This is an optimization exercise on Yosys and OpenROAD, whose aim is small area, not a production implementation. Only simulation tests tie the RTL to the original design; equivalence was not proved. The clock cells of this run come from the design's own scripts or RTL, not from TritonCTS. No driver is modelled on the clock port, so clock power and skew are understated where the tree is cut down; a real chip needs a root buffer or a tree. No activity file was given, so power comes from the tool's default toggle rates.

<file path="flow/flow/run.sh">
#!/bin/bash
# ORFS layout with an area-oriented ABC mapping script, light port buffers
# and a two-level clock tree of its own (flow/cts.tcl in place of ORFS's
# cts.tcl). Each tool's output goes to a log in this folder.
set -euo pipefail
W=$PWD
rm -rf "$W/orfs_scripts"
cp -r "$FLOW_HOME/scripts" "$W/orfs_scripts"
cp "$W/flow/abc_area.script" "$W/orfs_scripts/abc_area.script"
cp "$W/flow/cts.tcl" "$W/orfs_scripts/cts.tcl"
export BUFFER_PORTS_ARGS="-buffer_cell sky130_fd_sc_hd__buf_1"
bash standard.sh SCRIPTS_DIR="$W/orfs_scripts" synth > "$W/synth.log" 2>&1
bash standard.sh SCRIPTS_DIR="$W/orfs_scripts" > "$W/orfs_flow.log" 2>&1
</file>
<file path="flow/flow/abc_area.script">
strash
&get -n
&fraig -x
&put
scorr
dc2
strash
&get -n
&dch -f
&nf -R 1000
&put
</file>
<file path="flow/flow/cts.tcl">
# Clock tree stage: a two-level tree built directly instead of TritonCTS.
# The flip-flops are split into compact groups of at most CTS_GROUP_SIZE
# (columns by x, then rows by y); each group gets one leaf clock buffer at
# its centre, and one root buffer drives all the leaves from the clock port.
# Then the usual post-CTS legalisation and timing repair.
utl::set_metrics_stage "cts__{}"
source $::env(SCRIPTS_DIR)/load.tcl
erase_non_stage_variables cts
load_design 3_place.odb 3_place.sdc
source_step_tcl PRE CTS

set_dont_use $::env(DONT_USE_CELLS)

set group_size 34
if { [info exists ::env(CTS_GROUP_SIZE)] } {
  set group_size $::env(CTS_GROUP_SIZE)
}
set buf_name sky130_fd_sc_hd__clkbuf_16

set db [ord::get_db]
set block [ord::get_db_block]
set master [$db findMaster $buf_name]
set clk_port [lindex [$block getBTerms] 0]
foreach bt [$block getBTerms] {
  if { [$bt getName] == "clk" } { set clk_port $bt }
}
set clk_net [$clk_port getNet]

# Sinks: every clock pin on the clock net
set sinks {}
foreach it [$clk_net getITerms] {
  set inst [$it getInst]
  set bb [$inst getBBox]
  set x [expr { ([$bb xMin] + [$bb xMax]) / 2 }]
  set y [expr { ([$bb yMin] + [$bb yMax]) / 2 }]
  lappend sinks [list $x $y $it]
}
set n [llength $sinks]
set k [expr { ($n + $group_size - 1) / $group_size }]
set cols [expr { int(sqrt($k) + 0.5) }]
if { $cols < 1 } { set cols 1 }
puts "Clock tree: $n sinks, $k groups in $cols columns"

# Groups per column, as even as possible
set per_col {}
for { set c 0 } { $c < $cols } { incr c } {
  lappend per_col [expr { $k / $cols + ($c < $k % $cols ? 1 : 0) }]
}

set by_x [lsort -integer -index 0 $sinks]
set groups {}
set start 0
for { set c 0 } { $c < $cols } { incr c } {
  set kc [lindex $per_col $c]
  # sinks in this column, proportional to its number of groups
  if { $c == $cols - 1 } {
    set cnt [expr { $n - $start }]
  } else {
    set cnt [expr { ($n * $kc + $k - 1) / $k }]
    if { $start + $cnt > $n } { set cnt [expr { $n - $start }] }
  }
  set col [lsort -integer -index 1 [lrange $by_x $start [expr { $start + $cnt - 1 }]]]
  set start [expr { $start + $cnt }]
  set s 0
  for { set g 0 } { $g < $kc } { incr g } {
    set m [expr { ($cnt - $s) / ($kc - $g) + (($cnt - $s) % ($kc - $g) ? 1 : 0) }]
    lappend groups [lrange $col $s [expr { $s + $m - 1 }]]
    set s [expr { $s + $m }]
  }
}

# Root buffer at the centre of the sinks, driven by the clock port
set sx 0
set sy 0
foreach s $sinks {
  set sx [expr { $sx + [lindex $s 0] }]
  set sy [expr { $sy + [lindex $s 1] }]
}
set root [odb::dbInst_create $block [$db findMaster sky130_fd_sc_hd__clkbuf_8] "clkbuf_root"]
$root setLocation [expr { $sx / $n }] [expr { $sy / $n }]
$root setPlacementStatus PLACED
set root_net [odb::dbNet_create $block "clknet_root"]
$root_net setSigType CLOCK
[$root findITerm A] connect $clk_net
[$root findITerm X] connect $root_net

set i 0
foreach grp $groups {
  if { [llength $grp] == 0 } { continue }
  set gx 0
  set gy 0
  foreach s $grp {
    set gx [expr { $gx + [lindex $s 0] }]
    set gy [expr { $gy + [lindex $s 1] }]
  }
  set gn [llength $grp]
  set leaf [odb::dbInst_create $block $master "clkbuf_leaf_$i"]
  $leaf setLocation [expr { $gx / $gn }] [expr { $gy / $gn }]
  $leaf setPlacementStatus PLACED
  set leaf_net [odb::dbNet_create $block "clknet_leaf_$i"]
  $leaf_net setSigType CLOCK
  [$leaf findITerm A] connect $root_net
  [$leaf findITerm X] connect $leaf_net
  foreach s $grp {
    set it [lindex $s 2]
    $it disconnect
    $it connect $leaf_net
  }
  incr i
}
puts "Clock tree: $i leaf buffers"

set_propagated_clock [all_clocks]

set_placement_padding -global \
  -left $::env(CELL_PAD_IN_SITES_DETAIL_PLACEMENT) \
  -right $::env(CELL_PAD_IN_SITES_DETAIL_PLACEMENT)
detailed_placement
estimate_parasitics -placement

repair_timing_helper
detailed_placement
check_placement -verbose

report_metrics 4 "cts final"

source_step_tcl POST CTS

orfs_write_db $::env(RESULTS_DIR)/4_1_cts.odb
orfs_write_sdc $::env(RESULTS_DIR)/4_cts.sdc
</file>
<file path="flow/standard.sh">
#!/bin/bash
# synth_recipe.tcl (not shown) runs the flow's synth.tcl, then flattens the netlist and writes it again
# the make line also repeats each setting of config.mk as NAME=value (left out here)
make -C /OpenROAD-flow-scripts/flow DESIGN_CONFIG=/design/flow/config.mk WORK_HOME=/design/flow/orfs CLKGATE_MAP_FILE= SYNTH_SCRIPT=/design/flow/synth_recipe.tcl "${@:-finish}"
</file>
<file path="flow/config.mk">
export PLATFORM = sky130hd
export DESIGN_NAME = armMulticycle
export DESIGN_NICKNAME = armMulticycle
export VERILOG_FILES = /design/flow/design.v
export SDC_FILE = /design/flow/constraint.sdc
export NUM_CORES = 4
export LEC_CHECK = 0
export ABC_AREA = 1
export CAP_MARGIN = 20
export CORE_MARGIN = 2
export CORE_UTILIZATION = 70
export PLACE_DENSITY = 0.8
export SLEW_MARGIN = 20
</file>
<file path="flow/constraint.sdc">
create_clock -name core_clock -period 8.0 [get_ports {clk}]
set_input_delay 1.6000 -clock core_clock [delete_from_list [all_inputs] [get_ports {clk}]]
set_output_delay 1.6000 -clock core_clock [all_outputs]
set_load 0.01 [all_outputs]
</file>
<file path="flow/design.v">
`default_nettype none
package armPkg;
    localparam int DATA_W = 32;
endpackage
`default_nettype wire
`timescale 1ns/1ns
`default_nettype none
module armMulticycle (
    input  logic        clk,
    input  logic        reset,
    input  logic [31:0] readData,
    output logic [31:0] adr,
    output logic [31:0] writeData,
    output logic        memWrite
);
    logic [4:0] ph;
    logic       first;
    logic       w1;
    logic       ph0, ph31;
    assign ph0  = (ph == 5'd0);
    assign ph31 = (ph == 5'd31);
    logic [31:0] rf [0:14];
    logic [31:0] adrr;
    logic [31:0] wd;
    logic [31:0] ir;
    logic [31:0] instr;
    logic        irLoad;
    logic ldI, ldIn, ldW, ldWn;
    logic [31:0] rdInstr;
    logic        passNow;
    assign irLoad  = ldI;
    assign rdInstr = {readData[31:28], readData[27:26] | {2{~passNow}}, readData[25:4],
                      readData[25] ? readData[11:8] : readData[3:0]};
    assign instr   = ({32{ldI}} & rdInstr) | ({32{ldIn}} & ir);
    logic [3:0] cond, cmd, rn, rd, rm, rot, rb;
    logic [1:0] cls;
    logic       isDp, isMem, isBr, immBit, sBit, lBit, rd15;
    logic       isAnd, isOrr, isSub, isCmp, isAdd4;
    assign cond   = readData[31:28];
    assign cls    = instr[27:26];
    assign immBit = instr[25];
    assign cmd    = instr[24:21];
    assign sBit   = instr[20];
    assign lBit   = instr[20];
    assign rn     = instr[19:16];
    assign rd     = instr[15:12];
    assign rm     = instr[3:0];
    assign rot    = instr[3:0];
    assign rd15   = (rd == 4'd15);
    assign isDp   = (cls == 2'b00);
    assign isMem  = (cls == 2'b01);
    assign isBr   = (cls == 2'b10);
    assign isAnd  = isDp & (cmd == 4'b0000);
    assign isOrr  = isDp & (cmd == 4'b1100);
    assign isCmp  = (cmd == 4'b1010);
    assign isSub  = isDp & ((cmd == 4'b0010) | isCmp);
    assign isAdd4 = (cmd == 4'b0100);
    logic fn, fz, fc, fv;
    always_comb begin
        case (cond)
            4'd0:  passNow = fz;
            4'd1:  passNow = ~fz;
            4'd2:  passNow = fc;
            4'd3:  passNow = ~fc;
            4'd4:  passNow = fn;
            4'd5:  passNow = ~fn;
            4'd6:  passNow = fv;
            4'd7:  passNow = ~fv;
            4'd8:  passNow = fc & ~fz;
            4'd9:  passNow = ~fc | fz;
            4'd10: passNow = (fn == fv);
            4'd11: passNow = (fn != fv);
            4'd12: passNow = ~fz & (fn == fv);
            4'd13: passNow = fz | (fn != fv);
            default: passNow = 1'b1;
        endcase
    end
    logic c4, c8;
    logic c4in, c8in;
    logic k4;
    logic pcTap, s4, s8, m4;
    assign pcTap = adrr[0];
    assign k4    = (ph == 5'd2);
    assign c4in  = ~ph0 & c4;
    assign c8in  = ~ph0 & c8;
    assign s4    = pcTap ^ k4 ^ c4in;
    assign s8    = s4 ^ k4 ^ c8in;
    assign m4    = wd[0] ^ k4 ^ c8in;
    logic [14:0] tap;
    logic        portA, portB;
    for (genvar g = 0; g < 15; g++) begin : gTap
        assign tap[g] = rf[g][0];
    end
    assign rb    = isMem ? rd : rm;
    assign portA = (isBr | (rn == 4'd15)) ? s8 : tap[rn];
    assign portB = (rb == 4'd15) ? s8 : tap[rb];
    logic       dStream;
    logic       wdIn;
    logic [4:0] j;
    logic       immDp, immMem, immBr, immS;
    assign dStream = ph0 ? readData[0] : wd[0];
    assign immMem  = (ph < 5'd12) & dStream;
    assign immBr   = (ph >= 5'd26) ? instr[23] : ((ph >= 5'd2) & wd[30]);
    assign wdIn    = isMem ? portB : dStream;
    assign j       = ph + {rot, 1'b0};
    assign immDp   = (j[4:3] == 2'b00) & (ph0 ? readData[{rot[1:0], 1'b0}] : wd[{rot, 1'b0}]);
    always_comb begin
        case (cls)
            2'b00:   immS = immDp;
            2'b01:   immS = immMem;
            default: immS = immBr;
        endcase
    end
    logic opB, bx, cin, cout, sum, res;
    logic cy, zacc;
    assign opB  = (isDp & ~immBit) ? portB : immS;
    assign bx   = opB ^ isSub;
    assign cin  = ph0 ? isSub : cy;
    assign sum  = portA ^ bx ^ cin;
    assign cout = (portA & bx) | (portA & cin) | (bx & cin);
    assign res  = isAnd ? (portA & opB) : (isOrr ? (portA | opB) : sum);
    logic run0;
    logic doW1;
    logic pcNext, adrIn;
    logic we;
    logic wbit;
    assign run0   = ~first & ~w1;
    assign doW1   = ~(lBit & rd15);
    assign pcNext = isBr ? res : s4;
    always_comb begin
        if (first) begin
            adrIn = 1'b0;
        end else if (w1) begin
            adrIn = (~lBit & rd15) ? m4 : portB;
        end else if (isMem & doW1) begin
            adrIn = res;
        end else begin
            adrIn = pcNext;
        end
    end
    assign we   = w1 ? 1'b1 : (run0 & (isDp ? ~isCmp : isMem));
    assign wbit = w1 ? (lBit ? dStream : wd[0]) : (isMem ? s4 : res);
    always_ff @(posedge clk) begin
        for (int i = 0; i < 15; i++) begin
            rf[i] <= {(we && rd == i[3:0]) ? wbit : rf[i][0], rf[i][31:1]};
        end
        wd      <= {wdIn, ({31{ldW}} & readData[31:1]) | ({31{ldWn}} & wd[31:1])};
        ldI     <= ph31 & ~(run0 & isMem & doW1);
        ldIn    <= ~(ph31 & ~(run0 & isMem & doW1));
        ldW     <= ph31 & ~(run0 & isMem & ~lBit);
        ldWn    <= ~(ph31 & ~(run0 & isMem & ~lBit));
        ir      <= instr;
        c4      <= (pcTap & k4) | (pcTap & c4in) | (k4 & c4in);
        if (w1) begin
            c8 <= ~wd[0] & (k4 | c8in);
        end else begin
            c8 <= (s4 & k4) | (s4 & c8in) | (k4 & c8in);
        end
        cy      <= cout;
        zacc    <= (~ph0 & zacc) | res;
    end
    logic flagWe;
    assign flagWe = run0 & ph31 & isDp & (sBit | isCmp);
    always_ff @(posedge clk or posedge reset) begin
        if (reset) begin
            ph       <= 5'd31;
            first    <= 1'b1;
            adrr     <= 32'd0;
            w1       <= 1'b0;
            fn       <= 1'b0;
            fz       <= 1'b0;
            fc       <= 1'b0;
            fv       <= 1'b0;
        end else begin
            ph       <= ph + 5'd1;
            first    <= 1'b0;
            adrr     <= {adrIn, adrr[31:1]};
            if (ph31 && !first) begin
                w1 <= run0 & isMem & doW1;
            end
            if (flagWe) begin
                fn <= res;
                fz <= ~(zacc | res);
                if (isAdd4 | isSub) begin
                    fc <= cout;
                    fv <= cin ^ cout;
                end
            end
        end
    end
    assign memWrite  = w1 & ph0 & ~ir[20];
    assign adr       = adrr;
    assign writeData = wd;
endmodule
`default_nettype wire
</file>
==> run summary <==
## registers in the layout (all words and copies together), names as in the netlist
| register | cells |
|---|---|
| wd | 32 |
| rf | 480 |
| fv | 1 |
| c4 | 1 |
| adrr | 32 |
| zacc | 1 |
| ldIn | 1 |
| fn | 1 |
| fc | 1 |
| fz | 1 |
| ldI | 1 |
| w1 | 1 |
| ldWn | 1 |
| ph | 5 |
| ir | 20 |
| c8 | 1 |
| first | 1 |
| cy | 1 |
| ldW | 1 |
## power by group through the flow
stage          Sequential (uW)  Combinational (uW)  Clock [uW]
4_1_cts                   2990                 165        1190
3_3_place_gp              3050                 160           0
6_report                  2990                 165        1170
2_1_floorplan             3060                92.8           0
5_1_grt                   3000                 183        1270
3_5_place_dp              3050                 163           0
## logic make-up (layout without fill, tap and decap cells)
logic type | Yosys count | count (layout) | synth area share (%)
other | 1 | 1 | 0.0268
AND/OR/NAND/NOR | 103 | 103 | 3.19
XOR/XNOR | 12 | 12 | 0.752
AO/OA/AOI/OAI | 123 | 123 | 6.21
flip-flops | 583 | 583 | 85.1
multiplexers | 38 | 38 | 3.24
buffers and inverters | 21 | 143 | 0.591
adder cells (fa/ha/maj) | 8 | 8 | 0.878
## layer usage
layer | wire [um] | up-vias | share of wire, %
met3 | 1210 | 29 | 5.3
met1 | 10400 | 3116 | 46
met2 | 10800 | 196 | 47
li1 | - | 3192 | -
met5 | 0 | - | 0
met4 | 399 | 0 | 1.7
## metrics by stage
step / worst slack [ps] / total power [uW]
2_1_floorplan: 1500 / 3150
3_3_place_gp: 708 / 3210
3_5_place_dp: 468 / 3220
4_1_cts: 1140 / 4340
5_1_grt: 833 / 4450
6_report: 1360 / 4330
## cells in the final DEF, fill, tap and decap left out, drive strengths merged, types with 3 or more instances in the layout
master / instances
a21o: 4
a21oi: 16
a22o: 36
a22oi: 10
a32oi: 3
and3: 5
buf: 104
clkbuf: 19
clkinv: 20
dfrtp: 37
dfstp: 6
dfxtp: 540
fa: 3
ha: 5
mux2: 18
mux2i: 16
mux4: 4
nand2: 41
nor2: 36
nor2b: 4
nor3: 5
o21ai: 32
xnor2: 7
xor2: 5
## cell type report
class | count | area (um^2) | share of cell area (%)
Inverter | 20 | 75.1 | 0.495
Multi-Input combinational cell | 285 | 2000 | 13.2
Timing Repair Buffer | 104 | 413 | 2.72
Buffer | 19 | 464 | 3.06
Sequential cell | 583 | 11900 | 78.4
Tap cell | 265 | 332 | 2.18
## worst paths after layout
check,cells past startpoint,slack [ps],startpoint,end
worst max-delay path,23,1360,readData[31],rf[6][31]
worst min-delay path,0,330,rf[9][1],rf[9][0]
worst max register to register,22,2030,fn,rf[6][31]
worst min register to register,0,330,rf[9][1],rf[9][0]
max in group asynchronous,3,6620,reset,ph[3]
min in group asynchronous,3,1000,reset,adrr[0]
## critical path, delay by kind of cell
family,cells,cell delay [ps]
AOI/OAI and AO/OA,11,2870
xor gates and xnor gates,2,290
adders and majority gates,1,520
buffers and inverters,2,280
muxes,5,1300
and+or+nand+nor,2,390
==> flow_summary.rst <==
.. list-table::
   :header-rows: 1

   * - Metric
     - Value
   * - Status
     - timing/DRC/antenna clean
   * - Final Hold Vio Count
     - 0
   * - Cell count after synthesis
     - 889
   * - Sw frac
     - 20.6%
   * - Path type of the worst setup path
     - in -> reg
   * - Post-Syn Area per Cell
     - 15.7 um^2
   * - Via count of the first global-routing pass
     - 6,505
   * - WP data arrival
     - 7250 ps
   * - Clock group share of total power
     - around 27%
   * - Die footprint
     - between 0.02 and 0.025 mm^2
   * - Final HPWL from detailed placement
     - 14.1 mm
   * - Placed insts
     - 1,257
   * - Net switching component of the power
     - 892 uW
   * - Transition time at the pin with the least slew margin
     - 750 ps
   * - Layout Skew
     - 21.1 ps
   * - Cells traversed along the worst timing path
     - buf_1 > a21oi_1 > a311oi_1 > xor2_1 > o211a_1 > a311oi_1 > o21ai_0 > nand2_1 > nor2_1 > o21ai_1 > mux2i_1 > mux4_2 > mux2i_1 > mux2i_1 > xor2_1 > fa_1 > clkinv_1 > a32oi_1 > o21ai_0 > a21o_1 > o21ai_0 > a21o_1 > mux2_1
   * - Remaining global-route overflow
     - 0
   * - Quantity of I/O buffers inserted on ports
     - 98
   * - Relative slew margins
     - roughly half
   * - Maximum fanout count along the critical path
     - 15
   * - IO Pins
     - 99
   * - Drt wl/cell
     - roughly 18 um
   * - Sequential power share
     - 69.1%
   * - M3 GR Usage
     - 2.39%
   * - Number of design rule violations left after detail routing
     - 0
   * - Initial standard-cell utilization of the core
     - 71.6%
   * - Number of buffers added for setup after CTS
     - 0
   * - Floorplan die width
     - 145 um
   * - Vertical extent of the die
     - 145 um
   * - EDFF count, synth
     - 0
   * - Global routing usage on met1
     - 30.3%
   * - Proportion of layout cells with a drive suffix above 1
     - 3.66%
   * - Router iterations before antenna repair
     - 4
   * - Most heavily used metal layer in global routing
     - met2
   * - Maximum number of pins on one net before global-route repair
     - 44
   * - Share of synthesized registers carrying an async set or reset
     - approximately 7.4%
   * - Post-layout minimum cycle time
     - 6640 ps
   * - Resized Gates After CTS
     - 0
   * - Largest area contributor in the netlist
     - dfxtp_1
   * - Post-route cell area
     - 0.0152 mm^2
   * - Cell with the biggest individual delay on the critical path
     - o21ai_1
   * - RSZ-0062 raised after global routing
     - false
   * - Number of inserted diodes
     - 0
   * - Detailed-route vias per instance
     - 5.12
   * - Final Setup Violations
     - 0
   * - Post-route clock period utilization
     - a little over 80%
   * - Insertion delay to the later sink of the worst-skew pair
     - about 670 ps
   * - Global-route wire length before repair
     - 35.8 mm
   * - Static leakage
     - 0.00622 uW
   * - Post-Route Hold Slack
     - 330 ps
   * - Violation count after the first detailed-route iteration
     - between 200 and 300
   * - Peak supply drop
     - 0.304 mV
   * - Sequential cell area fraction in the yosys report
     - 85.1%
   * - Setup TNS Final
     - 0 ps
   * - Row count
     - between 50 and 60
   * - Netlist area before placement
     - 0.0140 mm^2
   * - Longest individual stage delay on the worst path
     - 570 ps
   * - Commonest cells post-synth
     - dfxtp_1, nand2_1, dfrtp_1
   * - Synth area leaders
     - dfxtp_1, dfrtp_1, a22o_1
   * - Clock-pin transition on the worst setup and hold timing paths
     - 120 ps
   * - Met2 Use GR
     - 36.1%
   * - Most used standard cell by instance count after synthesis
     - dfxtp_1
   * - P&R area growth vs syn
     - 8.61%
   * - Core box area
     - 0.0195 mm^2
   * - Synthesized flop and latch total
     - about 580
   * - Post-route ant nets
     - 0
   * - Dominant register cell in the synthesized netlist
     - dfxtp_1
   * - Area fraction of the dominant cell type after synthesis
     - between 70% and 80%
   * - Number of antenna violations at the first check in global routing
     - 0
   * - Sort of element at the start of the critical path
     - primary input
   * - Power per standard cell area
     - 285 mW/mm^2
   * - Number of nets in the synthesized netlist
     - between 900 and 1,000
   * - Min-delay worst type
     - reg -> reg
   * - Area post-placement
     - 0.0147 mm^2
   * - Internal power summed over all cells
     - around 3400 uW
   * - Detailed Route WL
     - between 20 and 25 mm
   * - Fill cell instance count of the final layout
     - 1,127
   * - Routed via count
     - 6,533
   * - Power share of the combinational group
     - ~3.8%
   * - Type of destination of the critical path
     - flop
   * - Placer Congestion
     - around 0.88
   * - Warning count from the yosys run
     - 2
   * - Global-route usage over all layers
     - 21.2%
   * - Post-synthesis cell type count
     - 49
   * - Max_cap viols
     - 0
   * - Net count, final
     - 1,055
   * - Final std cells w/o fill
     - 1,276
   * - Max-slew violation count
     - 0
   * - Critical Path RT
     - 8610 ps
   * - Number of buffers inserted by hold repair at cts
     - 0
   * - Fmax
     - 0.151 GHz
   * - Core occupancy in the finished layout
     - 77.7%

static timing again, ports no longer ideal:
In the flow no input, the clock included, has a driving cell. The finished layout below was timed again as built, in two steps. Step 1 sets driving cells, clkbuf_16 on the clock port and buf_2 on the other inputs (assumed; they add their load-dependent delay and slew). Step 2 adds t to the input delays and takes it off the output delays; t is the mean of the earliest and latest rising clock arrival at the registers after step 1. Input paths then give back, and output paths get back, about the clock's delay inside the block. Three values: no drivers, after step 1, after step 2; two values: the first two.
t, ns: 0.694
slack for setup (ns): 1.363 / 1.378 / 0.684
hold slack, ns: 0.330 / 0.330 / 0.330
slew at the worst register clock pin (ns): 0.12 / 0.12
After both steps setup and hold are still met in this run. The setup slack of this run moves by +0.015 ns with the drivers and by -0.679 ns with both steps.
